This design comes from an exercise in tuning for a short achievable clock period and few clock cycles on the open sky130 flow, not from production work.
Only simulation tests tie the RTL to the original design; equivalence was not proved.
Power figures rest on the tool's default switching activity, not on a simulated workload.

== v59 ==
Design pipeline_cpu, start of the top module:
module pipeline_cpu (
  input  logic           clk,
  input  logic           nrst,
  input  cpu_pkg::word_t inst,
  input  cpu_pkg::word_t data_in,
  output cpu_pkg::word_t inst_addr,
  output cpu_pkg::word_t data_addr,
  output cpu_pkg::word_t data_out,
  output logic           data_wr
);
clock: 7.5 ns
lec_check: 0
cap_margin: 20
core_margin: 2
core_utilization: 25
setup_slack_margin: 4.0
slew_margin: 20
standard.sh (not shown) runs the stock make flow with config.mk's settings and CLKGATE_MAP_FILE= SYNTH_SCRIPT=/design/flow/synth_recipe.tcl, a recipe that flattens the netlist after the stock synthesis.
==> flow/flow/run.sh <==
#!/bin/bash
# The standard layout (the standard.sh: ORFS from synthesis to finish),
# with one change to synthesis: no full/half-adder cell extraction before ABC
# (ADDER_MAP_FILE empty), so ABC maps the adders as plain logic for speed.
# Registers, their names and cell types are those of the standard synthesis.
set -euo pipefail
bash standard.sh ADDER_MAP_FILE= finish > orfs_make.log 2>&1
v59 | stages: all done | timing, DRC, antenna: all pass
Testbench counts of v59, summed over its fixed seeds: cycles 18,898.
Edits applied to the flow inputs when going from v59 to v41:
# v59
export LEC_CHECK = 0
export CAP_MARGIN = 20
export CORE_MARGIN = 2
export CORE_UTILIZATION = 25
export SETUP_SLACK_MARGIN = 4.0
export SLEW_MARGIN = 20
create_clock -name core_clock -period 7.5 [get_ports {clk}]
# v41
export LEC_CHECK = 0
export CAP_MARGIN = 20
export CORE_MARGIN = 2
export CORE_UTILIZATION = 40
export SETUP_SLACK_MARGIN = 3.8
export SLEW_MARGIN = 20
create_clock -name core_clock -period 7.5 [get_ports {clk}]
Results
- Post-layout net count (v41 vs. v59) decreases by a few percent
- Summary — total power, v41 relative to v59: lower, by about 2%.
- Summary of the comparison: internal power is lower in v41, relative to v59.
- Going from v59 to v41, routed wire length went down, count of cell instances traversed by the critical path down 1, final area went down by 6.1%, worst path buffer plus inverter count moved down.
Inputs modified between v41 and v8:
# v41
export LEC_CHECK = 0
export CAP_MARGIN = 20
export CORE_MARGIN = 2
export CORE_UTILIZATION = 40
export SETUP_SLACK_MARGIN = 3.8
export SLEW_MARGIN = 20
create_clock -name core_clock -period 7.5 [get_ports {clk}]
# v8
export LEC_CHECK = 0
export CAP_MARGIN = 20
export CORE_MARGIN = 2
export CORE_UTILIZATION = 40
export SETUP_SLACK_MARGIN = 4.2
export SLEW_MARGIN = 20
export TNS_END_PERCENT = 100
create_clock -name core_clock -period 7.5 [get_ports {clk}]
--- outcome ---
Total setup buffers inserted after CTS in v8 is 118 higher than in v41. Final area is lower on v41. Against v41, v8 reports a combinational power share that is higher.
Setup changes, v8 to v58
# v8
export LEC_CHECK = 0
export CAP_MARGIN = 20
export CORE_MARGIN = 2
export CORE_UTILIZATION = 40
export SETUP_SLACK_MARGIN = 4.2
export SLEW_MARGIN = 20
export TNS_END_PERCENT = 100
create_clock -name core_clock -period 7.5 [get_ports {clk}]
# v58
export LEC_CHECK = 0
export CAP_MARGIN = 20
export CORE_MARGIN = 2
export CORE_UTILIZATION = 40
export SETUP_SLACK_MARGIN = 4.0
export SLEW_MARGIN = 20
create_clock -name core_clock -period 7.5 [get_ports {clk}]
Results
Portion of total power attributed to combinational logic: lower on v58
Run comparison: v8 capture point of the worst path pc4[30]$_SDFFE_PN0P_; v58 capture point of the worst path pc4[19]$_SDFFE_PN0P_
v58 gives less count of non-filler cells in the finished layout than v8 did.
In v58, the clock network power share came out 0.3 points below the value in v8.
v58 ends up with a count of clock-buffer cells in the layout that is 3 lower than in v8.
Delta (v58 minus v8): largest stage delay on the critical path barely changed, minimum period implied by the final worst setup slack dropped 0.031 ns, final worst clock skew barely changed, core utilization dropped 1.6 points, initial antenna violation count climbed 1.

========
## job 101
Starting RTL as in the previous note.
Settings: LEC_CHECK=0, CAP_MARGIN=20, CORE_MARGIN=2, CORE_UTILIZATION=30, SETUP_SLACK_MARGIN=4.0, SLEW_MARGIN=20, TNS_END_PERCENT=100; clock period 7.5 ns.
Scripts as last shown in full above: flow/flow/run.sh
In summary, job 101 completed successfully, with a layout that passed the timing, design-rule and antenna checks.
Testbench counts of job 101, summed over its fixed seeds: cycles 18,898.
For job 102, these inputs were changed with respect to job 101:
Settings: CORE_UTILIZATION changed from 30 to 40; TNS_END_PERCENT removed (was 100); SETUP_SLACK_MARGIN changed from 4.0 to 4.6.
### Flow results
Sequential share of layout area for job 102: 2.9 points down relative to job 101
Share of the clock period used by the worst path after layout (higher): job 102
Going from job 101 to job 102, proportion of layout cells with a drive suffix above 1 grows by 10 points.
The run showing the greater clock power share is job 101.
Summary — combinational group share of total power, job 102 relative to job 101: higher, by 3.5 points.
Summary: with job 101 as the reference, total setup buffers inserted after CTS in job 102 moved up by more than 100%.
The following lists how job 103 was set up differently from job 102:
Settings: changing CORE_UTILIZATION from 40 to 30; changing SETUP_SLACK_MARGIN from 4.6 to 4.0.
[summary]
Job 102 → job 103: number of signal-net buffers in the layout now sits lower, clock buffer instance count of the final layout now sits higher. What job 103 reported for cell area after layout has to be multiplied by 1.09 to get the figure for job 102. Changes observed in job 103 relative to job 102: parity-gate share of the synthesized area counting xor and xnor cells level, power moved down, global-route total usage across every layer moved down, total wire length moved down.

-- afterwards: timing with drivers on the ports --
The flow's constraints put no driver on any port. The routed layouts listed below were extracted and timed again, unchanged, in two steps.
Step 1, drivers: a clkbuf_16 drives clk and a buf_2 each remaining input, both assumed.
Step 2 moves the port delays by t, midway between the first and last clock arrival at a register: inputs arrive t later, outputs are due t later. That takes back most of the time a late clock gives input paths.
Three values: ideal, step 1, step 2; two values: the first two.
| run | shift t [ns] | setup WS [ns] | worst register clock-pin slew, ns |
|---|---|---|---|
| v59 | 0.914 | 3.696 / 3.472 / 2.558 | 0.07 / 0.07 |
| v41 | 0.915 | 3.721 / 3.511 / 2.596 | 0.07 / 0.07 |
| v8 | 0.932 | 3.698 / 3.540 / 2.608 | 0.07 / 0.07 |
| v58 | 0.915 | 3.729 / 3.427 / 2.511 | 0.07 / 0.07 |
| job 101 | 0.930 | 3.731 / 3.484 / 2.553 | 0.07 / 0.07 |
| job 102 | 0.949 | 3.648 / 3.497 / 2.548 | 0.07 / 0.07 |
| job 103 | 0.930 | 3.731 / 3.484 / 2.553 | 0.07 / 0.07 |
After both steps setup and hold are still met in every run listed. For v58, which loses most, drivers alone change the setup slack by -0.302 ns; drivers and shift together by -1.218 ns.
